Source: an optimization exercise on an open RTL-to-GDS flow (aim: small area). Production flows keep margins and buffers that such runs may drop. In this exercise RTL edits were held to simulation tests only and were not proved equivalent to the original. Power and IR drop assume default switching activity.

## flow/design.v

```verilog
module branch_predictor_bht #(
  parameter int DATA_WIDTH = 32,
  parameter int INDEX_BITS = 6,
  parameter int TAG_BITS   = 8,
  parameter int CNT_WIDTH  = 16
) (
  input  logic                  clk,
  input  logic                  rst,
  input  logic [DATA_WIDTH-1:0] IF_PC,
  output logic                  IF_Predict_Taken,
  output logic [DATA_WIDTH-1:0] IF_Predict_Target,
  input  logic                  EX_Update_en,
  input  logic                  EX_Is_Jump,
  input  logic [DATA_WIDTH-1:0] EX_PC,
  input  logic                  EX_Taken,
  input  logic [DATA_WIDTH-1:0] EX_Target,
  input  logic                  EX_Predict_Taken,
  output logic                  EX_Mispredict,
  output logic [CNT_WIDTH-1:0]  Stat_Branches,
  output logic [CNT_WIDTH-1:0]  Stat_Mispredicts
);
  localparam int ENTRIES = 2 ** INDEX_BITS;
  localparam int TAG_LSB = INDEX_BITS + 2;
  localparam int TAG_MSB = INDEX_BITS + TAG_BITS + 1;
  logic [ENTRIES-1:0]    valid_q;
  logic [TAG_BITS-1:0]   tag_q [ENTRIES];
  logic [1:0]            ctr_q [ENTRIES];
  logic [DATA_WIDTH-1:0] tgt_q [ENTRIES];
  logic [CNT_WIDTH-1:0]  branches_q, mispred_q;
  logic [INDEX_BITS-1:0] if_idx, ex_idx;
  logic [TAG_BITS-1:0]   if_tag, ex_tag;
  logic [ENTRIES-1:0]    if_sel, ex_sel;
  logic unused_ex_pc;
  assign unused_ex_pc = ^{EX_PC[1:0], EX_PC[DATA_WIDTH-1:TAG_MSB+1]};
  assign if_idx = IF_PC[INDEX_BITS+1:2];
  assign if_tag = IF_PC[TAG_MSB:TAG_LSB];
  assign ex_idx = EX_PC[INDEX_BITS+1:2];
  assign ex_tag = EX_PC[TAG_MSB:TAG_LSB];
  assign if_sel = ENTRIES'(1) << if_idx;
  assign ex_sel = ENTRIES'(1) << ex_idx;
  logic                  if_v, ex_v, if_c1;
  logic [TAG_BITS-1:0]   if_t, ex_t;
  logic [1:0]            ex_c;
  logic [DATA_WIDTH-1:0] if_g;
  always_comb begin
    if_v = 1'b0; if_t = '0; if_c1 = 1'b0; if_g = '0;
    ex_v = 1'b0; ex_t = '0; ex_c = '0;
    for (int i = 0; i < ENTRIES; i++) begin
      if_v  = if_v  | (if_sel[i] & valid_q[i]);
      if_t  = if_t  | ({TAG_BITS{if_sel[i]}} & tag_q[i]);
      if_c1 = if_c1 | (if_sel[i] & ctr_q[i][1]);
      if_g  = if_g  | ({DATA_WIDTH{if_sel[i]}} & tgt_q[i]);
      ex_v  = ex_v  | (ex_sel[i] & valid_q[i]);
      ex_t  = ex_t  | ({TAG_BITS{ex_sel[i]}} & tag_q[i]);
      ex_c  = ex_c  | ({2{ex_sel[i]}} & ctr_q[i]);
    end
  end
  logic if_hit, ex_hit;
  assign if_hit = if_v && (if_t == if_tag);
  assign ex_hit = ex_v && (ex_t == ex_tag);
  assign IF_Predict_Taken  = if_hit && if_c1;
  assign IF_Predict_Target = IF_Predict_Taken ? if_g : IF_PC + DATA_WIDTH'(4);
  assign EX_Mispredict = EX_Update_en && (EX_Taken != EX_Predict_Taken);
  logic       upd_we;
  logic [1:0] upd_ctr_d;
  always_comb begin
    upd_we    = 1'b0;
    upd_ctr_d = ex_c;
    if (EX_Update_en) begin
      if (ex_hit) begin
        upd_we = 1'b1;
        if (EX_Is_Jump)       upd_ctr_d = 2'b11;
        else if (EX_Taken)    upd_ctr_d = (ex_c == 2'b11) ? 2'b11 : ex_c + 2'd1;
        else                  upd_ctr_d = (ex_c == 2'b00) ? 2'b00 : ex_c - 2'd1;
      end else if (EX_Taken) begin
        upd_we    = 1'b1;
        upd_ctr_d = EX_Is_Jump ? 2'b11 : 2'b10;
      end
    end
  end
  logic tgt_we;
  assign tgt_we = upd_we && (EX_Is_Jump || EX_Taken);
  always_ff @(posedge clk) begin
    if (rst) begin
      valid_q    <= '0;
      branches_q <= '0;
      mispred_q  <= '0;
    end else begin
      if (upd_we) valid_q <= valid_q | ex_sel;
      if (EX_Update_en && (branches_q != {CNT_WIDTH{1'b1}})) branches_q <= branches_q + CNT_WIDTH'(1);
      if (EX_Mispredict && (mispred_q != {CNT_WIDTH{1'b1}})) mispred_q <= mispred_q + CNT_WIDTH'(1);
    end
  end
  for (genvar i = 0; i < ENTRIES; i++) begin : g_entry
    always_ff @(posedge clk) begin
      if (!rst && upd_we && ex_sel[i]) begin
        tag_q[i] <= ex_tag;
        ctr_q[i] <= upd_ctr_d;
      end
      if (!rst && tgt_we && ex_sel[i]) tgt_q[i] <= EX_Target;
    end
  end
  assign Stat_Branches    = branches_q;
  assign Stat_Mispredicts = mispred_q;
endmodule
```

## flow/run.sh

```bash
#!/bin/bash
# synth_recipe.tcl (not shown) runs the flow's synth.tcl, then flattens the netlist and writes it again
# the make line also repeats each setting of config.mk as NAME=value (left out here)
make -C /OpenROAD-flow-scripts/flow DESIGN_CONFIG=/design/flow/config.mk WORK_HOME=/design/flow/orfs CLKGATE_MAP_FILE= SYNTH_SCRIPT=/design/flow/synth_recipe.tcl finish
```

## flow/config.mk

```make
export PLATFORM = sky130hd
export DESIGN_NAME = branch_predictor_bht
export DESIGN_NICKNAME = branch_predictor_bht
export VERILOG_FILES = /design/flow/design.v
export SDC_FILE = /design/flow/constraint.sdc
export NUM_CORES = 4
export LEC_CHECK = 0
export CAP_MARGIN = 20
export CORE_MARGIN = 2
export CORE_UTILIZATION = 50
export CTS_BUF_LIST = sky130_fd_sc_hd__clkbuf_16
export CTS_CLUSTER_DIAMETER = 100
export CTS_CLUSTER_SIZE = 25
export GPL_TIMING_DRIVEN = 0
export SETUP_SLACK_MARGIN = 0.2
export SLEW_MARGIN = 20
```

## flow/constraint.sdc

```tcl
create_clock -name core_clock -period 8.0 [get_ports {clk}]
set_input_delay 1.6000 -clock core_clock [delete_from_list [all_inputs] [get_ports {clk}]]
set_output_delay 1.6000 -clock core_clock [all_outputs]
set_load 0.01 [all_outputs]
```

==> results of run 1 <==
-- worst min-delay path, delay by kind of cell, from the launching register on --
| kind | cells | cell delay (ns) |
|---|---|---|
| flip-flops | 1 | 0.34 |
| AO/OA/AOI/OAI | 1 | 0.07 |
| buffers and inverters | 1 | 0.06 |
-- kinds of logic after synthesis --
logic type      synth area share [%]
compound gates                  11.1
mux                            0.663
buf+inv                         2.12
xor+xnor                       0.528
flops                           76.7
simple gates                    8.83
fa+ha+maj                     0.0929
-- sequential cells by signal, summed over array words and instances (netlist names) --
register    flops
branches_q     16
ctr_q         128
mispred_q      16
tag_q         512
tgt_q        2048
valid_q        64
-- Yosys cell counts, types with 91 or more instances --
master    count
edfxtp_1   2688
a22o_1      107
nand2_1     366
nand4_1     313
clkbuf_1    274
dfxtp_1      96
buf_1       128
a221oi_1     98
nand3_1     580
nor4_1       91
a22oi_1    1020
nor2_1      265
-- through the flow --
stage | hold WS, ns | TNS [ns]
6_report | 0.517 | -36.23
5_1_grt | 0.543 | 0
4_1_cts | 0.516 | 0
3_5_place_dp | 0.499 | -1813.66
3_3_place_gp | 0.482 | -
2_1_floorplan | 0.463 | 0
-- per-layer routing --
| metal | routed length [µm] | part of all wire (%) |
|---|---|---|
| met1 | 199000 | 33 |
| met4 | 54200 | 9.0 |
| met3 | 117000 | 19 |
| met2 | 232000 | 38 |
| met5 | 851 | 0.14 |
-- report_power, final --
part	total (mW)	leakage, nW	switching, mW	internal (mW)
clock network	8.19	2.02	4.88	3.32
logic	1.65	13.5	1.29	0.367
registers	16.0	24.9	0.0156	16.0
total	25.9	40.5	6.18	19.7
-- final timing paths --
kind | to | slack [ns]
max | ctr_q[7][1] | -0.27
min | valid_q[31] | 0.52
min reg2reg | valid_q[31] | 0.52
max reg2reg | tgt_q[12][8] | 2.42
-- timing repair --
| item | 4_1_cts | 5_1_grt |
|---|---|---|
| pin swaps | 62 | 30 |
| setup buffers | 29 | 18 |
| gates resized for setup | 545 | 68 |
| setup endpoints to repair | 1165 | 403 |
-- cell type report --
cell class / instances / share of cell area, %
flip-flops and latches: 2784 / 64.6
multi-input cells: 3497 / 19.7
repair buffers: 536 / 6.98
well taps: 2838 / 2.78
clock buffers: 140 / 2.74
plain buffers: 468 / 2.44
clock inverters: 47 / 0.398
inverters: 77 / 0.242
diodes: 72 / 0.141
==> metrics.md, run 1 <==
| Metric | Value |
|---|---|
| DP Area | `121000 µm²` |
| Final net count | `between 7k and 8k` |
| Syn-to-layout area delta | `18.7%` |
| Synth area leader | `edfxtp_1` |
| WP depth | `18` |
| Clock Path Buffers | `3` |
| CP most frequent cell | `buf_2` |
| Slowest stage delay, CP | `roughly 0.73 ns` |
| Met2 GRT Util | `a little over two thirds` |
| Final Hold Vio Count | `0` |
| Mapped Cells | `around 7k` |
| Hold depth | `2` |
| Syn_area_per_cell | `between 15 and 20 µm²` |
| Setup crit end kind | `flop` |
| Die Span Y | `468 µm` |
| Total GRT Usage | `about 54%` |
| CTS Hold Bufs | `0` |
| Num CTS Buffers | `135` |
| Via-to-Cell Ratio | `8.10` |
| Data required, critical path | `8.69 ns` |
| TritonRoute pass-1 iters | `15` |
| Top cells by area, synth | `edfxtp_1 (75%), a22oi_1 (7.1%), nand3_1 (2.7%), nand4_1 (1.8%), dfxtp_1 (1.8%)` |
| Yosys cell types | `75` |
| Non-Filler Instances | `about 10k` |
| Worst path top cell family by delay | `buffers and inverters` |
| Final-report setup violation count | `between 300 and 400` |
| Prevailing post-synth register cell | `edfxtp_1` |
| Rel. slew slack | `between 8 and 9%` |
| Total wire length | `approximately 600 mm` |
| RSZ-0062 raised after global routing | `no` |
| Number of synthesized flops with an enable pin | `roughly 2.7k` |
| Layout cells sized above 1 | `a little under a fifth` |
| CP Cell Sequence | `clkdlybuf4s50_1 > buf_2 > nor2_1 > buf_2 > buf_2 > buf_2 > buf_2 > clkbuf_2 > clkbuf_2 > a32oi_1 > nand4_1 > nor3_1 > nand4_1 > nor4_1 > nor4_4 > buf_4 > buf_6 > buf_4` |
| Maximum VDD drop | `0.265 mV` |
| Placed Instances | `between 10k and 15k` |
| Final Wtd Congestion | `1.14` |
| DRC viols | `0` |
| Most common library cell in the layout ignoring fill and taps | `edfxtp_1` |
| Die W | `468 µm` |
| Depth of the CTS H-tree | `4` |
| Critical path type | `in2reg` |
| Leak Pwr | `~40 nW` |
| Crit Path Max Fanout | `18` |
| Min-delay src | `valid_q[31]` |
| Power, Total | `approximately 26 mW` |
| Launch point of the critical path | `EX_PC[3]` |
| Final HPWL DP | `between 400 and 500 mm` |
| Tmin final | `around 8.3 ns` |
| Total clock sinks | `between 2k and 3k` |
| Pin count of the biggest net entering global routing | `66` |
| DP Worst Slack | `-3.76 ns` |
| Number of max-cap violations | `0` |
| Reg area | `between 80000 and 90000 µm²` |
| Post-Layout Inst Area | `128000 µm²` |
| Seq/Total Area, Yosys | `around three quarters` |
| GRT busiest layer | `met2` |
| CTS root buffer | `clkbuf_16` |
| Power density over the cells | `roughly 200 nW/µm²` |
| CTS tree | `done` |
| Maximum clock rate | `0.121 GHz` |
| Worst r2r src | `tag_q[59][6]` |
| Post-synth top area share | `between 70% and 80%` |
| Die area | `roughly 220000 µm²` |
| Actual slew at the worst max-slew pin | `~1.4 ns` |
| First-pass GRT wire length | `between 700 and 800 mm` |
| Clock Latency Late Sink | `0.90 ns` |
| Commonest cells after routing, fill and taps aside | `edfxtp_1 (2688), a22oi_1 (1014), nand3_1 (569)` |
| GR Overflow Total | `0` |
| Synth Warn # | `4` |
| Syn nets | `~6.9k` |
| Setup ws final | `-0.269 ns` |
| Syn Std Cell Area | `around 110000 µm²` |
| Element type at the critical path start | `input port` |
| Clock Skew | `0.0543 ns` |
| Wire per inst | `between 50 and 60 µm` |
| Failed Checks | `negative setup slack` |
| Hold Crit Class | `reg2reg` |
| Footprint of the multi-input gates | `approximately 25000 µm²` |
| Vias in the first global route | `73.3k` |
| Flops & latches, synth | `between 2k and 3k` |
| Max-slew violations | `0` |
| Final Util | `59.7%` |
| I/O pins | `168` |
| Initial Util | `around half` |
| CP arrival | `8.96 ns` |
| Port buffer count | `147` |
| Outcome | `finished with violations` |
| 1st-iter DRT viols | `approximately 22k` |
| Register clock-pin slew on the reported worst setup and hold paths | `0.11 ns` |
| Core ar. | `around 210000 µm²` |
| Tcrit/Tclk final | `103%` |
| Reg2Reg Depth | `15` |
| Met1 usage | `about two thirds` |
| Initial antenna violation count | `73` |
| Met3 GRT Util | `31.9%` |
| Antenna viol nets, final | `0` |
| Synth async-reset ratio | `0%` |
| Row cnt | `170` |
| Total number of vias | `84.7k` |
| Crit-path slowest cell | `nor4_4` |
| Fillers | `approximately 16k` |
| Worst path bufs/invs | `11` |
==> inputs of run 2 (changes only) <==
--- a/flow/config.mk
+++ b/flow/config.mk
@@ -9,8 +9,3 @@
 export CORE_MARGIN = 2
-export CORE_UTILIZATION = 50
-export CTS_BUF_LIST = sky130_fd_sc_hd__clkbuf_16
-export CTS_CLUSTER_DIAMETER = 100
-export CTS_CLUSTER_SIZE = 25
-export GPL_TIMING_DRIVEN = 0
-export SETUP_SLACK_MARGIN = 0.2
+export CORE_UTILIZATION = 30
 export SLEW_MARGIN = 20
==> run 2 against run 1 <==
Compared with the run above: the layout still fails its checks (negative setup slack); combinational power is 5% lower; global-route usage is 23 points lower; setup slack gained 0.20 ns; clock skew increased by 0.030 ns; critical path depth up 2; core utilization is 22 points lower; register-to-register slack gained 0.07 ns; synthesized cell count unchanged; flip-flop and latch count unchanged; non-clock buffer count increased by 200; largest power group unchanged.
==> metrics.md, run 2 <==
| Metric | Value |
|---|---|
| Worst r2r src | `tag_q[23][4]` |
| Wire per inst | `44.7 µm (-23%)` |
| Via-to-Cell Ratio | `6.27 (-23%)` |
| Final Hold Vio Count | `0 (unchanged)` |
| Power, Total | `31.2 mW (+21%)` |
| Depth of the CTS H-tree | `5 (+1)` |
| Clock Skew | `0.0839 ns (+0.0296 ns)` |
| Hold depth | `2 (unchanged)` |
| Mapped Cells | `6829 (unchanged)` |
| Total wire length | `576 mm (-4.6%)` |
| NetSw | `7.17 mW (+16%)` |
| Seq/Total Area, Yosys | `76.7% (unchanged)` |
| Prevailing post-synth register cell | `edfxtp_1` |
| I/O pins | `168 (unchanged)` |
| R2R Path End | `tag_q[7][6]` |
| First-pass GRT wire length | `740 mm (-2.1%)` |
| Data required, critical path | `6.40 ns (-2.29 ns)` |
| Final Util | `38.1% (-22 points)` |
| Syn Std Cell Area | `108000 µm² (unchanged)` |
| Largest reg by FF count | `tgt_q` |
| Hold EP | `valid_q[52]` |
| Min-delay src | `valid_q[52]` |
| Final Wtd Congestion | `1.05 (-7.8%)` |
| CTS Hold Bufs | `0 (unchanged)` |
| Syn-to-layout area delta | `26.6%` |
| Post-synth top area share | `74.9% (unchanged)` |
| Reg2Reg Depth | `13 (-2)` |
| Initial Util | `30.1% (-20 points)` |
| DRC viols | `0 (unchanged)` |
| Die Span Y | `603 µm (+29%)` |
| Total GRT Usage | `30.6% (-23 points)` |
| Failed Checks | `negative setup slack` |
| Max reg flops | `2048 (unchanged)` |
| Syn_area_per_cell | `15.8 µm² (unchanged)` |
| Power Internal | `24.0 mW (+22%)` |
| Rel. slew slack | `21.8% (+14 points)` |
| Total number of vias | `80.8k (-4.6%)` |
| Leak Pwr | `44.0 nW (+8.8%)` |
| Pin count of the biggest net entering global routing | `94 (+42%)` |
| Final HPWL DP | `380 mm (-12%)` |
| Final net count | `7972 (+4.8%)` |
| Sw frac | `23.0% (-0.90 points)` |
| Setup crit end kind | `output port` |
| Clock Power Share | `43.5% (+12 points)` |
| Syn nets | `6939 (unchanged)` |
| Max-slew violations | `0 (unchanged)` |
| Synth Warn # | `4 (unchanged)` |
| Port buffer count | `149 (+1.4%)` |
| Most common library cell in the layout ignoring fill and taps | `edfxtp_1` |
| Setup ws final | `-0.0643 ns (+0.205 ns)` |
| RSZ-0062 raised after global routing | `no` |
| Clock Latency Late Sink | `0.97 ns (+0.07 ns)` |
| Comb pwr share | `5.0% (-1.4 points)` |
| Most common cell in the netlist | `edfxtp_1` |
| Commonest cells post-synth | `edfxtp_1 (2688), a22oi_1 (1020), nand3_1 (580), nand2_1 (366), nand4_1 (313)` |
| Final hold slack | `0.502 ns (-0.0146 ns)` |
| Element type at the critical path start | `input port` |
| Synth Area in XOR/XNOR | `0.528% (unchanged)` |
| Vias in the first global route | `75.0k (+2.4%)` |
| TritonRoute pass-1 iters | `8 (-7)` |
| Antenna viol nets, final | `0 (unchanged)` |
| Register clock-pin slew on the reported worst setup and hold paths | `0.06 ns (-0.05 ns)` |
| Largest family of logic cells by synthesized area | `compound AO/OA/AOI/OAI gates` |
| Register share of total power | `51.5% (-10 points)` |
| Hold Crit Class | `reg2reg` |
| Worst reg2reg setup slack | `2.49 ns (+0.07 ns)` |
| Flops & latches, synth | `2784 (unchanged)` |
| Post-Synth Simple-Gate Area | `8.83% (unchanged)` |
| Crit Path Max Fanout | `13 (-5)` |
| Clock Path Buffers | `4 (+1)` |
| Maximum VDD drop | `0.167 mV (-37%)` |
| Fillers | `33.1k (+110%)` |
| Number of synthesized flops with an enable pin | `2688 (unchanged)` |
| Adder-Cell Fraction of Synth Area | `0.0929% (unchanged)` |
| Synth async-reset ratio | `0% (unchanged)` |
| Setup TNS | `-0.295 ns (+35.94 ns)` |
| Initial antenna violation count | `36 (-51%)` |
| Top cells by area, synth | `edfxtp_1 (75%), a22oi_1 (7.1%), nand3_1 (2.7%), nand4_1 (1.8%), dfxtp_1 (1.8%)` |
| Core ar. | `358000 µm² (+67%)` |
| Largest registers | `tgt_q: 2048 flops, tag_q: 512 flops, ctr_q: 128 flops` |
| Layout cells sized above 1 | `22.2% (+3.8 points)` |
| Row cnt | `220 (+29%)` |
| Total clock sinks | `2784 (unchanged)` |
| Yosys cell types | `75 (unchanged)` |
| Die area | `364000 µm² (+66%)` |
| CP arrival | `6.46 ns (-2.50 ns)` |
| Tcrit/Tclk final | `101% (-2.6 points)` |
| Die W | `603 µm (+29%)` |
| Commonest cells after routing, fill and taps aside | `edfxtp_1 (2688), a22oi_1 (1014), buf_4 (686)` |
| Outcome | `finished with violations` |
| CTS root buffer | `clkbuf_16` |
| Multiplexer area fraction after synthesis | `0.663% (unchanged)` |
| Final-report setup violation count | `12 (-97%)` |
| CTS tree | `done` |
| Actual slew at the worst max-slew pin | `1.17 ns (-0.201 ns)` |
| Critical path type | `in2out` |
| Power density over the cells | `228 nW/µm² (+13%)` |
| Num CTS Buffers | `298 (+120%)` |
| Maximum clock rate | `0.124 GHz (+2.5%)` |
| Number of max-cap violations | `0 (unchanged)` |
| Synth area leader | `edfxtp_1` |
| Complex-gate fraction of the synthesized area | `11.1% (unchanged)` |
| Non-Filler Instances | `12.9k (+23%)` |
| GR Overflow Total | `0 (unchanged)` |
| 1st-iter DRT viols | `16.9k (-23%)` |
| Tmin final | `8.06 ns (-0.205 ns)` |
| Placed Instances | `12.3k (+21%)` |
run 2: cell counts after synthesis:
No cell type changed its count.
run 2: worst max-delay path by stage:
| stage | start | to | slack, ns | depth (start not counted) |
|---|---|---|---|---|
| after detailed placement | IF_PC[2] | IF_Predict_Target[8] | -1.07 | 19 |
| after global routing | IF_PC[4] | IF_Predict_Target[12] | 0.008 | 20 |
| after floorplan | EX_PC[2] | ctr_q[0][0] | 0.68 | 15 |
| after global placement | IF_PC[2] | IF_Predict_Target[8] | -1.22 | 19 |
| after CTS | IF_PC[3] | IF_Predict_Target[12] | 0.008 | 22 |
| final | IF_PC[4] | IF_Predict_Target[12] | -0.06 | 20 |
run 2: cell type report:
class | instances | area, µm² | area share [%]
antenna | 24 | 60.1 | 0.0440
sequential | 2784 | 82600 | 60.6
tap | 4773 | 5970 | 4.38
timing repair buffer | 1204 | 14000 | 10.3
clock inverter | 158 | 1400 | 1.02
clock buffer | 370 | 7850 | 5.75
inverter | 77 | 294 | 0.215
multi-input combinational | 3497 | 24200 | 17.8
run 2: repair_timing:
item | in CTS | in global routing
pin swaps | 10 | 18
setup buffers | 10 | 12
gates cloned | 0 | 3
resized for setup | 75 | 28
endpoints found under the setup margin | 33 | 20
run 2: power groups by stage:
stage	registers (mW)	logic [mW]	clock network, mW
global route	16.0	1.57	14.1
global placement	16.4	1.49	0
finish	16.0	1.57	13.6
floorplan	16.4	0.423	0
detailed placement	16.4	1.50	0
CTS	16.1	1.51	13.6
run 2: routing by layer:
| metal | vias up | part of all wire (%) | GRT usage [%] |
|---|---|---|---|
| li1 | 30186 | - | - |
| met2 | 7335 | 43 | 45.6 |
| met3 | 1632 | 12 | 7.08 |
| met1 | 41652 | 36 | 39.0 |
| met4 | 22 | 8.9 | 22.4 |
| met5 | - | 0.024 | 0 |
run 2: logic make-up after synthesis:
kind of cell	count (synthesis)
AND/OR/NAND/NOR	1859
adder cells (fa/ha/maj)	8
buffers and inverters	548
flip-flops	2784
XOR/XNOR	65
AO/OA/AOI/OAI	1498
multiplexers	67
run 2: critical path, cell delays in order:
cell and delay, ns:
clkdlybuf4s50_1 0.52, buf_12 0.16, buf_4 0.18, or2_2 0.30
buf_12 0.19, nor2_4 0.04, buf_4 0.17, buf_12 0.16
a22oi_1 0.22, nand2_1 0.13, nor3_1 0.38, and3_1 0.40
xnor2_1 0.14, nor4_2 0.31, buf_4 0.16, nand4_1 0.18
buf_6 0.24, buf_16 0.18, mux2i_1 0.16, clkdlybuf4s50_1 0.55
run 2: metrics by stage:
step	worst slack (ns)	cell area, µm²
floorplan	0.685	108000
global placement	-1.22	126000
detailed placement	-1.07	126000
CTS	0.00758	136000
global route	0.00754	136000
finish	-0.0643	136000
==> inputs of run 3 (changes only) <==
--- a/flow/config.mk
+++ b/flow/config.mk
@@ -9,3 +9,7 @@
 export CORE_MARGIN = 2
-export CORE_UTILIZATION = 30
+export CORE_UTILIZATION = 50
+export CTS_BUF_LIST = sky130_fd_sc_hd__clkbuf_8
+export CTS_CLUSTER_DIAMETER = 100
+export CTS_CLUSTER_SIZE = 13
+export SETUP_SLACK_MARGIN = 0.3
 export SLEW_MARGIN = 20
==> run 3 against run 2 <==
Compared with the run above: now clean on timing, DRC and antenna; sequential share of layout area is 3.9 points higher; clock-buffer cell count down 137; critical path type unchanged; critical endpoint is now IF_Predict_Target[23]; largest power group unchanged; synthesized cell count unchanged; highest routed layer unchanged; core utilization increased by 22 points.
==> metrics.md, run 3 <==
| Metric | Value |
|---|---|
| Outcome | `no timing/DRC/antenna violations` |
| CP arrival | `6.30 ns (-0.16 ns)` |
| 1st-iter DRT viols | `18.9k (+12%)` |
| DP Area | `124000 µm² (-2.0%)` |
| Die W | `468 µm (-22%)` |
| Tmin final | `7.90 ns (-0.164 ns)` |
| CP Cell Sequence | `clkdlybuf4s15_2 > buf_4 > inv_1 > ha_2 > nand3b_1 > buf_4 > nor2_4 > buf_4 > buf_4 > buf_4 > a22oi_1 > nand2_1 > nor3_1 > nand2_1 > buf_4 > nor4_1 > mux2i_1 > clkdlybuf4s50_1` |
| Worst setup path end | `IF_Predict_Target[23]` |
| Critical path type | `in2out` |
| Syn Std Cell Area | `108000 µm² (unchanged)` |
| Actual slew at the worst max-slew pin | `1.20 ns (+0.0297 ns)` |
| Largest reg by FF count | `tgt_q` |
| Footprint of the multi-input gates | `24200 µm² (-0.23%)` |
| Final Wtd Congestion | `1.08 (+2.9%)` |
| Total number of vias | `81.1k (+0.34%)` |
| CTS tree | `done` |
| I/O pins | `168 (unchanged)` |
| WP depth | `18 (-10%)` |
| Most common library cell in the layout ignoring fill and taps | `edfxtp_1` |
| First-pass GRT wire length | `704 mm (-4.8%)` |
| Depth of the CTS H-tree | `4 (-1)` |
| Commonest cells post-synth | `edfxtp_1 (2688), a22oi_1 (1020), nand3_1 (580), nand2_1 (366), nand4_1 (313)` |
| Rel. slew slack | `19.6% (-2.2 points)` |
| Crit Path Max Fanout | `15 (+2)` |
| Initial antenna violation count | `50 (+39%)` |
| Leak Pwr | `41.3 nW (-6.1%)` |
| Flops & latches, synth | `2784 (unchanged)` |
| DP Worst Slack | `-0.673 ns (+0.396 ns)` |
| Launch point of the critical path | `IF_PC[2]` |
| Setup ws final | `0.0994 ns (+0.164 ns)` |
| R2R Path End | `tag_q[17][3]` |
| Commonest cells after routing, fill and taps aside | `edfxtp_1 (2688), a22oi_1 (1018), buf_4 (644)` |
| Final hold slack | `0.501 ns (-0.00161 ns)` |
| Synth area leader | `edfxtp_1` |
| Yosys cell types | `75 (unchanged)` |
| Clock Skew | `0.0913 ns (+0.00733 ns)` |
| Port buffer count | `149 (unchanged)` |
| Data required, critical path | `6.40 ns (about the same)` |
| Max reg flops | `2048 (unchanged)` |
| Final HPWL DP | `359 mm (-5.4%)` |
| Total wire length | `547 mm (-4.9%)` |
| Mapped Cells | `6829 (unchanged)` |
| Setup crit end kind | `output port` |
| Number of max-cap violations | `0 (unchanged)` |
| Most common cell in the netlist | `edfxtp_1` |
| Final net count | `7870 (-1.3%)` |
| Element type at the critical path start | `input port` |
| Hold Crit Class | `reg2reg` |
| Seq/Total Area, Yosys | `76.7% (unchanged)` |
| Power density over the cells | `196 nW/µm² (-14%)` |
| TritonRoute pass-1 iters | `10 (+2)` |
| RSZ-0062 raised after global routing | `yes` |
| Tcrit/Tclk final | `98.8% (-2.0 points)` |
| Prevailing post-synth register cell | `edfxtp_1` |
| Crit-path slowest cell | `nor2_4` |
| Layout cells sized above 1 | `20.4% (-1.7 points)` |
| Worst path top cell family by delay | `buffers and inverters` |
| CTS root buffer | `clkbuf_8` |
| Synth Warn # | `4 (unchanged)` |
| Antenna viol nets, final | `0 (unchanged)` |
| Row cnt | `170 (-23%)` |
| Die Span Y | `468 µm (-22%)` |
| Maximum clock rate | `0.127 GHz (+2.1%)` |
| CTS Hold Bufs | `0 (unchanged)` |
| Via-to-Cell Ratio | `7.58 (+21%)` |
| Largest registers | `tgt_q: 2048 flops, tag_q: 512 flops, ctr_q: 128 flops` |
| DRC viols | `0 (unchanged)` |
| Post-Layout Inst Area | `128000 µm² (-6.1%)` |
| CP most frequent cell | `buf_4` |
| Fillers | `16.3k (-51%)` |
| Num CTS Buffers | `232 (-22%)` |
| Pin count of the biggest net entering global routing | `77 (-18%)` |
| Maximum VDD drop | `0.180 mV (+7.7%)` |
| Clock Path Buffers | `3 (-1)` |
| Worst reg2reg setup slack | `2.70 ns (+0.21 ns)` |
| Wire per inst | `51.2 µm (+15%)` |
| Core ar. | `214000 µm² (-40%)` |
| Vias in the first global route | `73.5k (-2.1%)` |
| Clock Latency Late Sink | `1.09 ns (+0.12 ns)` |
| Max-slew violations | `0 (unchanged)` |
| Total clock sinks | `2784 (unchanged)` |
| Slowest stage delay, CP | `0.66 ns (+0.11 ns)` |
| Syn-to-layout area delta | `19.0%` |
| Initial Util | `50.3% (+20 points)` |
| Reg2Reg Depth | `13 (unchanged)` |
| Power, Total | `25.1 mW (-20%)` |
| GR Overflow Total | `0 (unchanged)` |
| Number of synthesized flops with an enable pin | `2688 (unchanged)` |
| Final-report setup violation count | `0 (-12)` |
| Setup TNS | `0 ns (+0.295 ns)` |
| Synth async-reset ratio | `0% (unchanged)` |
| Post-synth top area share | `74.9% (unchanged)` |
| Register clock-pin slew on the reported worst setup and hold paths | `0.10 ns (+0.04 ns)` |
| Syn_area_per_cell | `15.8 µm² (unchanged)` |
| Reg area | `82600 µm² (unchanged)` |
| Die area | `219000 µm² (-40%)` |
| Worst r2r src | `tag_q[29][0]` |
| Total GRT Usage | `49.2% (+19 points)` |
| Final Hold Vio Count | `0 (unchanged)` |
| Worst path bufs/invs | `9 (-1)` |
| Top cells by area, synth | `edfxtp_1 (75%), a22oi_1 (7.1%), nand3_1 (2.7%), nand4_1 (1.8%), dfxtp_1 (1.8%)` |
| Syn nets | `6939 (unchanged)` |
run 3: how the worst min path moves through the flow:
stage / startpoint / slack, ns / cells after the start / endpoint
5_1_grt: mispred_q[15] / 0.53 / 2 / mispred_q[15]
3_5_place_dp: valid_q[1] / 0.49 / 2 / valid_q[1]
3_3_place_gp: valid_q[55] / 0.48 / 2 / valid_q[55]
6_report: valid_q[1] / 0.50 / 2 / valid_q[1]
2_1_floorplan: valid_q[51] / 0.46 / 2 / valid_q[51]
4_1_cts: valid_q[1] / 0.50 / 2 / valid_q[1]
run 3: kinds of logic (layout without fill, tap and decap cells):
group | count (synthesis) | after routing | share of synthesized area [%]
XOR/XNOR | 65 | 65 | 0.528
other | 0 | 32 | 0
flip-flops | 2784 | 2784 | 76.7
buffers and inverters | 548 | 1549 | 2.12
AO/OA/AOI/OAI | 1498 | 1498 | 11.1
adder cells (fa/ha/maj) | 8 | 8 | 0.0929
multiplexers | 67 | 67 | 0.663
AND/OR/NAND/NOR | 1859 | 1859 | 8.83
run 3: stage by stage:
| stage | utilization [%] | instances |
|---|---|---|
| floorplan | - | 6829 |
| global placement | 57.8 | 10342 |
| detailed placement | 57.8 | 10342 |
| CTS | 59.6 | 10658 |
| global route | 59.8 | 10675 |
| finish | 59.8 | 10700 |
run 3: final cells by class:
type | instances | area share (%)
sequential | 2784 | 64.5
multi-input combinational | 3497 | 18.9
timing repair buffer | 1168 | 10.8
tap | 2838 | 2.77
clock buffer | 233 | 2.50
clock inverter | 71 | 0.334
inverter | 77 | 0.232
antenna | 32 | 0.0625
run 3: where the power goes:
group          switching (mW)  internal, mW
clock network            4.80          2.67
registers              0.0153          16.0
logic                    1.16         0.410
run 3: worst register-to-register path: cells and delay by family (launching register included):
family	cells	cell delay (ns)
AO/OA/AOI/OAI	5	1.98
AND/OR/NAND/NOR	4	1.32
buffers and inverters	3	0.69
flip-flops	1	0.56
XOR/XNOR	1	0.39
run 3: repair_timing:
item	in CTS	in global routing
pin swaps	8	17
endpoints found under the setup margin	33	31
endpoints found under the hold margin	0	0
buffers inserted	12	10
resized for setup	38	30
run 3: metal layers:
metal	GRT usage, %	routed length (µm)	vias to the layer above
met2	68.8	225000	8470
met5	0	221	-
met3	17.2	86500	1898
met1	64.7	188000	40962
li1	-	-	29738
met4	33.3	47500	30
==> inputs of run 4 (changes only) <==
==> flow/flow/run.sh (new file) <==
#!/bin/bash
# The standard layout (standard.sh) with two changes:
#  - synthesis maps the logic with an area-oriented ABC script (flow/abc_map.script) in
#    place of ORFS's abc_speed.script; buffering and sizing are left to the placer's repair;
#  - the large buffers are added to the platform's don't-use list, so the resizer repairs
#    high-fanout nets with small buffers.
# Registers, their names and cell types are those of the standard synthesis: only the ABC
# step, which runs after flip-flop mapping, differs.
set -euo pipefail
here=$(pwd)
rm -rf "$here/scripts"
cp -r "$FLOW_HOME/scripts" "$here/scripts"
cp "$here/flow/abc_map.script" "$here/scripts/abc_speed.script"
export SCRIPTS_DIR="$here/scripts"
plat=$(make -s -C "$FLOW_HOME" DESIGN_CONFIG="$here/config.mk" WORK_HOME="$here/orfs_query" print-DONT_USE_CELLS 2> "$here/dont_use_query.log" | sed -n 's/^DONT_USE_CELLS[ :=]*//p')
[[ -n "$plat" ]] || { echo "no platform DONT_USE_CELLS" >&2; exit 1; }
big="sky130_fd_sc_hd__buf_6 sky130_fd_sc_hd__buf_8 sky130_fd_sc_hd__buf_12 sky130_fd_sc_hd__buf_16 sky130_fd_sc_hd__bufbuf_8 sky130_fd_sc_hd__bufbuf_16 sky130_fd_sc_hd__bufinv_8 sky130_fd_sc_hd__bufinv_16"
echo "DONT_USE_CELLS=$plat $big" > "$here/dont_use.txt"
bash standard.sh "DONT_USE_CELLS=$plat $big" finish > standard.log 2>&1
==> flow/flow/abc_map.script (new file) <==
&get -n
&st
&dch -f
&nf -F 4 -A 4
&st
&syn2
&dch -f
&nf -F 4 -A 4
&st
&dch -f
&nf -F 4 -A 4
&put
==> flow/standard.sh (new file) <==
#!/bin/bash
# synth_recipe.tcl (not shown) runs the flow's synth.tcl, then flattens the netlist and writes it again
# the make line also repeats each setting of config.mk as NAME=value (left out here)
make -C /OpenROAD-flow-scripts/flow DESIGN_CONFIG=/design/flow/config.mk WORK_HOME=/design/flow/orfs CLKGATE_MAP_FILE= SYNTH_SCRIPT=/design/flow/synth_recipe.tcl "${@:-finish}"
removed: flow/run.sh
==> run 4 against run 3 <==
Compared with the run above: the layout now fails its checks (negative setup slack); critical endpoint is now IF_Predict_Target[4]; flip-flop and latch count unchanged; synthesized cell count down 17%; critical path type unchanged; largest cell class unchanged; clock power up 0.7%; combinational power down 24%.
==> metrics.md, run 4 <==
| Metric | Value |
|---|---|
| Leak Pwr | `38.6 nW (-6.7%)` |
| Element type at the critical path start | `input port` |
| Flops & latches, synth | `2784 (unchanged)` |
| Critical path type | `in2out` |
| Die Span Y | `457 µm (-2.4%)` |
| Met2 GRT Util | `74.7% (+5.9 points)` |
| Fillers | `15.4k (-5.3%)` |
| Yosys cell types | `50 (-33%)` |
| Register clock-pin slew on the reported worst setup and hold paths | `0.10 ns (about the same)` |
| Synth area leader | `edfxtp_1` |
| Syn Std Cell Area | `102000 µm² (-4.9%)` |
| GRT busiest layer | `met2` |
| GR Overflow Total | `0 (unchanged)` |
| DP Area | `115000 µm² (-7.3%)` |
| Crit-path slowest cell | `nor4_4` |
| First-pass GRT wire length | `724 mm (+2.8%)` |
| Wire per inst | `56.1 µm (+9.7%)` |
| Final Util | `58.4% (-1.4 points)` |
| Clock Latency Late Sink | `1.16 ns (+0.07 ns)` |
| Post-synth top area share | `78.7% (+3.8 points)` |
| DRC viols | `0 (unchanged)` |
| Met1 usage | `62.4% (-2.3 points)` |
| CTS tree | `done` |
| Final HPWL DP | `389 mm (+8.2%)` |
| Final Wtd Congestion | `1.12 (+3.6%)` |
| Row cnt | `166 (-2.4%)` |
| Met3 GRT Util | `23.5% (+6.3 points)` |
| Slowest stage delay, CP | `0.81 ns (+0.15 ns)` |
| CTS root buffer | `clkbuf_8` |
| Via-to-Cell Ratio | `8.05 (+6.2%)` |
| Depth of the CTS H-tree | `4 (unchanged)` |
| Syn_area_per_cell | `18.1 µm² (+14%)` |
| Antenna viol nets, final | `0 (unchanged)` |
| Max reg flops | `2048 (unchanged)` |
| Tmin final | `8.31 ns (+0.405 ns)` |
| CP arrival | `6.71 ns (+0.41 ns)` |
| Hold Crit Class | `reg2reg` |
| Vias in the first global route | `73.5k (+0.0014%)` |
| Maximum clock rate | `0.120 GHz (-4.9%)` |
| Initial Util | `50.2% (-0.055 points)` |
| Number of synthesized flops with an enable pin | `2688 (unchanged)` |
| Clock Skew | `0.102 ns (+0.0105 ns)` |
| Total clock sinks | `2784 (unchanged)` |
| Tcrit/Tclk final | `104% (+5.1 points)` |
| Seq/Total Area, Yosys | `80.6% (+3.9 points)` |
| Rel. slew slack | `4.60% (-15 points)` |
| RSZ-0062 raised after global routing | `yes` |
| Num CTS Buffers | `232 (unchanged)` |
| Synth Warn # | `4 (unchanged)` |
| Power, Total | `24.7 mW (-1.3%)` |
| Total wire length | `569 mm (+3.9%)` |
| Final-report setup violation count | `33 (+33)` |
| Synth async-reset ratio | `0% (unchanged)` |
| Syn nets | `5785 (-17%)` |
| DP Worst Slack | `-1.05 ns (-0.380 ns)` |
| CP Cell Sequence | `buf_1 > buf_4 > or3b_4 > buf_2 > nor2_4 > buf_2 > a22oi_1 > nand4_1 > or4_4 > nor4_4 > buf_2 > xnor2_2 > a211oi_2 > nand4_1 > nor4_4 > clkbuf_16 > clkbuf_16 > mux2i_4 > buf_4 > buf_4` |
| Maximum VDD drop | `0.248 mV (+37%)` |
| Largest reg by FF count | `tgt_q` |
| TritonRoute pass-1 iters | `14 (+4)` |
| Final Hold Vio Count | `0 (unchanged)` |
| Initial antenna violation count | `76 (+52%)` |
| Actual slew at the worst max-slew pin | `1.42 ns (+0.215 ns)` |
| Clock Path Buffers | `3 (unchanged)` |
| Post-Layout Inst Area | `119000 µm² (-7.0%)` |
| Number of max-cap violations | `0 (unchanged)` |
| Prevailing post-synth register cell | `edfxtp_1` |
| Pin count of the biggest net entering global routing | `66 (-14%)` |
| Top cells by area, synth | `edfxtp_1 (79%), a222oi_1 (5.3%), a22oi_1 (4.9%), dfxtp_1 (1.9%), nand2_1 (1.6%)` |
| Most common library cell in the layout ignoring fill and taps | `edfxtp_1` |
| Commonest cells post-synth | `edfxtp_1 (2688), a22oi_1 (663), a222oi_1 (540), nand2_1 (442), nand4_1 (253)` |
| Total number of vias | `81.5k (+0.53%)` |
| Commonest cells after routing, fill and taps aside | `edfxtp_1 (2688), a22oi_1 (662), buf_4 (654)` |
| Hold depth | `1 (-1)` |
| Core ar. | `204000 µm² (-4.8%)` |
| Die area | `209000 µm² (-4.8%)` |
| Power density over the cells | `207 nW/µm² (+6.1%)` |
| Outcome | `finished with violations` |
| Reg2Reg Depth | `13 (unchanged)` |
| Syn-to-layout area delta | `16.3%` |
| Mapped Cells | `5675 (-17%)` |
| Largest registers | `tgt_q: 2048 flops, tag_q: 512 flops, ctr_q: 128 flops` |
| Layout cells sized above 1 | `20.5% (+0.064 points)` |
| I/O pins | `168 (unchanged)` |
| 1st-iter DRT viols | `22.7k (+20%)` |
| Port buffer count | `149 (unchanged)` |
| Max-slew violations | `0 (unchanged)` |
| Final net count | `7408 (-5.9%)` |
| Die W | `457 µm (-2.4%)` |
| Failed Checks | `negative setup slack` |
| Setup ws final | `-0.305 ns (-0.405 ns)` |
| Data required, critical path | `6.40 ns (about the same)` |
| Setup crit end kind | `output port` |
| Most common cell in the netlist | `edfxtp_1` |
| Crit Path Max Fanout | `17 (+2)` |
| Total GRT Usage | `53.7% (+4.5 points)` |
==> run 4: cell count changes after synthesis, sizes merged, moves of 43 or more <==
cell     delta
a22oi     -357
clkbuf    -274
nand4      -60
a222oi    +480
a22o       -65
nand3     -482
nor2       -57
nor4       -43
o2bb2ai    +60
a221oi     -61
nand2      +76
inv        -76
buf       -197
o22ai      -65
==> run 4: layout make-up <==
class	instances	area, µm²	share of cell area (%)
inverter	14	52.6	0.0441
antenna	80	200	0.168
sequential	2784	82600	69.3
clock buffer	234	3220	2.70
clock inverter	63	390	0.327
tap	2688	3360	2.82
timing repair buffer	1389	8300	6.96
multi-input combinational	2877	21100	17.7
==> run 4: cell families (layout without fill, tap and decap cells) <==
kind of cell | after synthesis | count (layout) | synth area share (%)
compound gates | 1457 | 1457 | 12.0
mux | 33 | 33 | 0.330
fa+ha+maj | 8 | 8 | 0.0977
xor+xnor | 36 | 36 | 0.308
simple gates | 1343 | 1343 | 6.56
buf+inv | 14 | 1700 | 0.0513
other cells | 0 | 80 | 0
flops | 2784 | 2784 | 80.6
==> run 4: metrics by stage <==
stage               hold slack, ns  setup TNS (ns)  cells
floorplan                    0.448               0   5675
CTS                          0.495               0  10047
global placement             0.469          -40.68   9730
finish                       0.499           -7.66  10129
global route                 0.507           -6.77  10062
detailed placement           0.479          -32.63   9730
==> run 4: worst paths after layout <==
path	from	to	slack [ns]
worst min-delay path	valid_q[45]	valid_q[45]	0.50
worst max register to register	tag_q[12][6]	tgt_q[36][16]	2.33
worst max-delay path	IF_PC[6]	IF_Predict_Target[4]	-0.31
worst min register to register	valid_q[45]	valid_q[45]	0.50
==> run 4: layer usage <==
metal / share of wire (%) / up-vias
met5: 0.11 / -
li1: - / 28319
met3: 17 / 2900
met1: 30 / 39758
met4: 12 / 52
met2: 41 / 10497
==> run 4: what timing repair did <==
item	in CTS	in global routing
pin swaps	19	7
setup buffers	20	1
hold buffers	0	0
resized for setup	77	40
setup endpoints to repair	33	33
==> run 4: power by group <==
part / leakage, nW / switching [mW] / internal (mW)
Clock: 2.03 / 4.85 / 2.67
Combinational: 11.6 / 0.931 / 0.261
Sequential: 24.9 / 0.0154 / 16.0
Total: 38.6 / 5.79 / 18.9
==> run 4: worst max-delay path: cells and delay by family <==
family,cells,cell delay (ns)
compound gates,2,0.44
xor+xnor,1,0.07
mux,1,0.24
buf+inv,9,1.96
simple gates,7,2.31
==> inputs of run 5 (changes only) <==
==> flow/flow/run.sh (replaced) <==
#!/bin/bash
# The standard layout (standard.sh) with three changes:
#  - synthesis maps the logic with an area-oriented ABC script (flow/abc_map.script) in
#    place of ORFS's abc_speed.script; buffering and sizing are left to the placer's repair;
#  - the largest buffers are added to the platform's don't-use list, so the resizer repairs
#    high-fanout nets with smaller buffers;
#  - every port is still buffered, with buf_2 in place of the delay cell buffer_ports picks.
# Registers, their names and cell types are those of the standard synthesis: only the ABC
# step, which runs after flip-flop mapping, differs.
set -euo pipefail
here=$(pwd)
rm -rf "$here/scripts"
cp -r "$FLOW_HOME/scripts" "$here/scripts"
cp "$here/flow/abc_map.script" "$here/scripts/abc_speed.script"
export SCRIPTS_DIR="$here/scripts"
plat=$(make -s -C "$FLOW_HOME" DESIGN_CONFIG="$here/config.mk" WORK_HOME="$here/orfs_query" print-DONT_USE_CELLS 2> "$here/dont_use_query.log" | sed -n 's/^DONT_USE_CELLS[ :=]*//p')
[[ -n "$plat" ]] || { echo "no platform DONT_USE_CELLS" >&2; exit 1; }
big="sky130_fd_sc_hd__buf_8 sky130_fd_sc_hd__buf_12 sky130_fd_sc_hd__buf_16 sky130_fd_sc_hd__bufbuf_8 sky130_fd_sc_hd__bufbuf_16 sky130_fd_sc_hd__bufinv_8 sky130_fd_sc_hd__bufinv_16"
echo "DONT_USE_CELLS=$plat $big" > "$here/dont_use.txt"
bash standard.sh "DONT_USE_CELLS=$plat $big" "BUFFER_PORTS_ARGS=-buffer_cell sky130_fd_sc_hd__buf_2" finish > standard.log 2>&1
--- a/flow/config.mk
+++ b/flow/config.mk
@@ -13,3 +13,3 @@
 export CTS_CLUSTER_SIZE = 13
-export SETUP_SLACK_MARGIN = 0.3
+export SETUP_SLACK_MARGIN = 0.5
 export SLEW_MARGIN = 20
==> run 5 against run 4 <==
Compared with the run above: the run now finishes clean; first-iteration DRC count shrank 3.3%; final cell count shrank 0.64%; synthesized cell count is the same; clock-buffer cell count grew 1; critical path type unchanged; critical endpoint is now IF_Predict_Target[14]; largest cell class unchanged; highest routed layer unchanged.
==> metrics.md, run 5 <==
| Metric | Value |
|---|---|
| Outcome | `no timing/DRC/antenna violations` |
| DP Area | `115000 µm² (+0.11%)` |
| Syn Std Cell Area | `102000 µm² (unchanged)` |
| Clock Path Buffers | `3 (unchanged)` |
| Commonest cells post-synth | `edfxtp_1 (2688), a22oi_1 (663), a222oi_1 (540), nand2_1 (442), nand4_1 (253)` |
| Seq/Total Area, Yosys | `80.6% (unchanged)` |
| Data required, critical path | `6.40 ns (about the same)` |
| CP arrival | `6.16 ns (-0.55 ns)` |
| Syn-to-layout area delta | `16.8%` |
| Most common cell in the netlist | `edfxtp_1` |
| Most common library cell in the layout ignoring fill and taps | `edfxtp_1` |
| Largest family of logic cells by synthesized area | `compound AO/OA/AOI/OAI gates` |
| Top cells by area, synth | `edfxtp_1 (79%), a222oi_1 (5.3%), a22oi_1 (4.9%), dfxtp_1 (1.9%), nand2_1 (1.6%)` |
| Pin count of the biggest net entering global routing | `67 (+1.5%)` |
| Total wire length | `559 mm (-1.6%)` |
| Element type at the critical path start | `input port` |
| Tcrit/Tclk final | `97.0% (-6.8 points)` |
| Power density over the cells | `208 nW/µm² (about the same)` |
| Port buffer count | `149 (unchanged)` |
| Comb pwr share | `4.8% (about the same)` |
| Fillers | `15.6k (+0.98%)` |
| Synth Area in XOR/XNOR | `0.308% (unchanged)` |
| Die area | `209000 µm² (unchanged)` |
| Synth area leader | `edfxtp_1` |
| Largest registers | `tgt_q: 2048 flops, tag_q: 512 flops, ctr_q: 128 flops` |
| CTS root buffer | `clkbuf_8` |
| Max-slew violations | `0 (unchanged)` |
| Final-report setup violation count | `0 (-100%)` |
| Placed Instances | `9648 (-0.84%)` |
| Crit Path Max Fanout | `14 (-3)` |
| Initial antenna violation count | `61 (-20%)` |
| GR Overflow Total | `0 (unchanged)` |
| Register share of total power | `64.5% (-0.3 points)` |
| Post-Synth Simple-Gate Area | `6.56% (unchanged)` |
| Power, Total | `24.8 mW (+0.43%)` |
| Total clock sinks | `2784 (unchanged)` |
| Largest reg by FF count | `tgt_q` |
| Final Util | `58.6% (+0.23 points)` |
| Leak Pwr | `39.7 nW (+2.8%)` |
| Syn nets | `5785 (unchanged)` |
| Synth async-reset ratio | `0% (unchanged)` |
| Setup ws final | `0.239 ns (+0.545 ns)` |
| Sw frac | `23.5% (+0.039 points)` |
| Setup crit end kind | `output port` |
| Critical path type | `in2out` |
| Maximum VDD drop | `0.201 mV (-19%)` |
| Total number of vias | `80.0k (-1.9%)` |
| Vias in the first global route | `73.1k (-0.48%)` |
| Maximum clock rate | `0.129 GHz (+7.0%)` |
| First-pass GRT wire length | `714 mm (-1.3%)` |
| Layout cells sized above 1 | `24.8% (+4.3 points)` |
| Synth Warn # | `4 (unchanged)` |
| Clock Latency Late Sink | `1.11 ns (-0.05 ns)` |
| Commonest cells after routing, fill and taps aside | `edfxtp_1 (2688), buf_2 (671), a22oi_1 (659)` |
| TritonRoute pass-1 iters | `14 (unchanged)` |
| Rel. slew slack | `9.92% (+5.3 points)` |
| Multiplexer area fraction after synthesis | `0.330% (unchanged)` |
| Initial Util | `50.2% (unchanged)` |
| Die W | `457 µm (unchanged)` |
| Final net count | `7341 (-0.90%)` |
| Number of synthesized flops with an enable pin | `2688 (unchanged)` |
| Die Span Y | `457 µm (unchanged)` |
| Mapped Cells | `5675 (unchanged)` |
| Prevailing post-synth register cell | `edfxtp_1` |
| Syn_area_per_cell | `18.1 µm² (unchanged)` |
| Final Wtd Congestion | `1.09 (-2.2%)` |
| Final Hold Vio Count | `0 (unchanged)` |
| Number of max-cap violations | `0 (unchanged)` |
| Core ar. | `204000 µm² (unchanged)` |
| Total GRT Usage | `52.9% (-0.83 points)` |
| Num CTS Buffers | `233 (+0.43%)` |
| Actual slew at the worst max-slew pin | `1.35 ns (-0.0707 ns)` |
| Power Internal | `19.0 mW (+0.38%)` |
| Yosys cell types | `50 (unchanged)` |
| Clock Skew | `0.0629 ns (-0.0388 ns)` |
| Setup TNS | `0 ns (+7.66 ns)` |
| NetSw | `5.83 mW (+0.60%)` |
| Wire per inst | `55.6 µm (-1.0%)` |
| Max reg flops | `2048 (unchanged)` |
| Antenna viol nets, final | `0 (unchanged)` |
| Tmin final | `7.76 ns (-0.545 ns)` |
| Register clock-pin slew on the reported worst setup and hold paths | `0.10 ns (about the same)` |
| Flops & latches, synth | `2784 (unchanged)` |
| 1st-iter DRT viols | `21.9k (-3.3%)` |
| Final hold slack | `0.498 ns (-0.00154 ns)` |
| Non-Filler Instances | `10.1k (-0.64%)` |
| Final HPWL DP | `384 mm (-1.3%)` |
| CTS tree | `done` |
| Via-to-Cell Ratio | `7.94 (-1.3%)` |
| DRC viols | `0 (unchanged)` |
| Hold Crit Class | `reg2reg` |
| Post-Layout Inst Area | `120000 µm² (+0.40%)` |
| Depth of the CTS H-tree | `4 (unchanged)` |
| Complex-gate fraction of the synthesized area | `12.0% (unchanged)` |
| Post-synth top area share | `78.7% (unchanged)` |
| Row cnt | `166 (unchanged)` |
| I/O pins | `168 (unchanged)` |
| RSZ-0062 raised after global routing | `yes` |
| DP Worst Slack | `-0.182 ns (+0.871 ns)` |
| Clock Power Share | `30.7% (+0.3 points)` |
| Adder-Cell Fraction of Synth Area | `0.0977% (unchanged)` |
==> run 5: cell counts after synthesis <==
Identical to the previous run, type by type.
==> run 5: routing by layer <==
layer	vias to the layer above	track usage, %	wire, µm
li1	28185	-	-
met1	39378	62.6	171000
met2	9706	74.6	233000
met3	2649	20.5	90700
met4	40	47.6	64500
met5	-	0.735	280
==> run 5: cell families after synthesis <==
group                    count (synthesis)
AO/OA/AOI/OAI                         1457
XOR/XNOR                                36
adder cells (fa/ha/maj)                  8
buffers and inverters                   14
flip-flops                            2784
multiplexers                            33
AND/OR/NAND/NOR                       1343
==> run 5: path summary, 6_finish.rpt <==
path                                   start                     to  slack (ns)  cells past startpoint
worst max-delay path                IF_PC[2]  IF_Predict_Target[14]        0.24                     15
worst min-delay path              valid_q[3]             valid_q[3]        0.50                      1
worst max register to register  tag_q[11][0]           ctr_q[57][1]        2.31                     12
worst min register to register    valid_q[3]             valid_q[3]        0.50                      1
==> run 5: what timing repair did <==
action | in CTS | in global routing
gates resized for setup | 47 | 53
endpoints found under the setup margin | 33 | 32
pin swaps | 14 | 25
hold buffers | 0 | 0
setup buffers | 12 | 23
==> run 5: layout make-up <==
class	instances	area, µm²	share of cell area, %
Timing Repair Buffer	1321	8390	7.01
Clock inverter	84	574	0.480
Inverter	14	62.6	0.0523
Sequential cell	2784	82600	69.0
Multi-Input combinational cell	2877	21300	17.8
Clock buffer	235	3230	2.70
Tap cell	2688	3360	2.81
Antenna cell	61	153	0.128
==> run 5: critical path, stage by stage <==
cell,delay [ns]
clkbuf_16,0.15
buf_2,0.14
ha_4,0.18
or3b_4,0.43
buf_4,0.16
nor2_4,0.45
buf_2,0.37
buf_6,0.38
buf_2,0.49
a222oi_1,0.20
nand4_1,0.94
nor3_1,0.08
buf_2,0.22
mux2i_1,0.13
buf_2,0.15
==> run 5: power by group through the flow <==
stage	clock network, mW	logic [mW]	registers, mW
global route	8.02	1.17	16.0
CTS	7.55	1.09	16.0
finish	7.63	1.19	16.0
detailed placement	0	1.08	16.4
global placement	0	1.06	16.4
floorplan	0	0.316	16.4
==> inputs of run 6 (changes only) <==
--- a/flow/flow/run.sh
+++ b/flow/flow/run.sh
@@ -6,3 +6,3 @@
 #    high-fanout nets with smaller buffers;
-#  - every port is still buffered, with buf_2 in place of the delay cell buffer_ports picks.
+#  - every port is still buffered, with buf_1 in place of the delay cell buffer_ports picks.
 # Registers, their names and cell types are those of the standard synthesis: only the ABC
@@ -19,2 +19,2 @@
 echo "DONT_USE_CELLS=$plat $big" > "$here/dont_use.txt"
-bash standard.sh "DONT_USE_CELLS=$plat $big" "BUFFER_PORTS_ARGS=-buffer_cell sky130_fd_sc_hd__buf_2" finish > standard.log 2>&1
+bash standard.sh "DONT_USE_CELLS=$plat $big" "BUFFER_PORTS_ARGS=-buffer_cell sky130_fd_sc_hd__buf_1" finish > standard.log 2>&1
--- a/flow/flow/abc_map.script
+++ b/flow/flow/abc_map.script
@@ -12 +12,2 @@
 &put
+mfs3 -a
==> run 6 against run 5 <==
Compared with the run above: the flow now stops in synthesis.
==> metrics.md, run 6 <==
| Metric | Value |
|---|---|
| Synth Warn # | `4 (unchanged)` |
| Fail Step | `synthesis` |
| Error | `ERROR: ABC failed with status 6` |
| Outcome | `stopped before the end` |

what the ideal ports hide:
The flow's constraints put no driver on any port. The routed layouts listed below were extracted and timed again, unchanged, in two steps. Step 1 assumes that a clkbuf_16 drives the clock port and a buf_2 every other input. Step 2 adds t to the input delays and takes it off the output delays; t is the mean of the earliest and latest rising clock arrival at the registers after step 1. Input paths then give back, and output paths get back, about the clock's delay inside the block. Slacks: no drivers / after step 1 / after step 2; pairs: no drivers / after step 1.
run	shift t [ns]	setup WS [ns]	worst setup path after step 2	slew at the worst register clock pin (ns)	cell pins on the clock port's net
run 1	0.968	-0.269 / -0.200 / -1.168	input to register	0.12 / 0.12	1
run 2	1.044	-0.064 / -0.094 / -0.455	input to register	0.07 / 0.07	1
run 3	1.144	0.099 / 0.075 / 0.075	input to output	0.12 / 0.12	1
run 4	1.202	-0.305 / -0.342 / -0.774	input to register	0.12 / 0.12	1
run 5	1.188	0.239 / 0.112 / -0.692	input to register	0.12 / 0.12	1
Met with ideal ports but missed after step 2: setup timing in run 5. The setup slack of run 5, which loses most, moves by -0.127 ns with the drivers and by -0.931 ns with both steps.
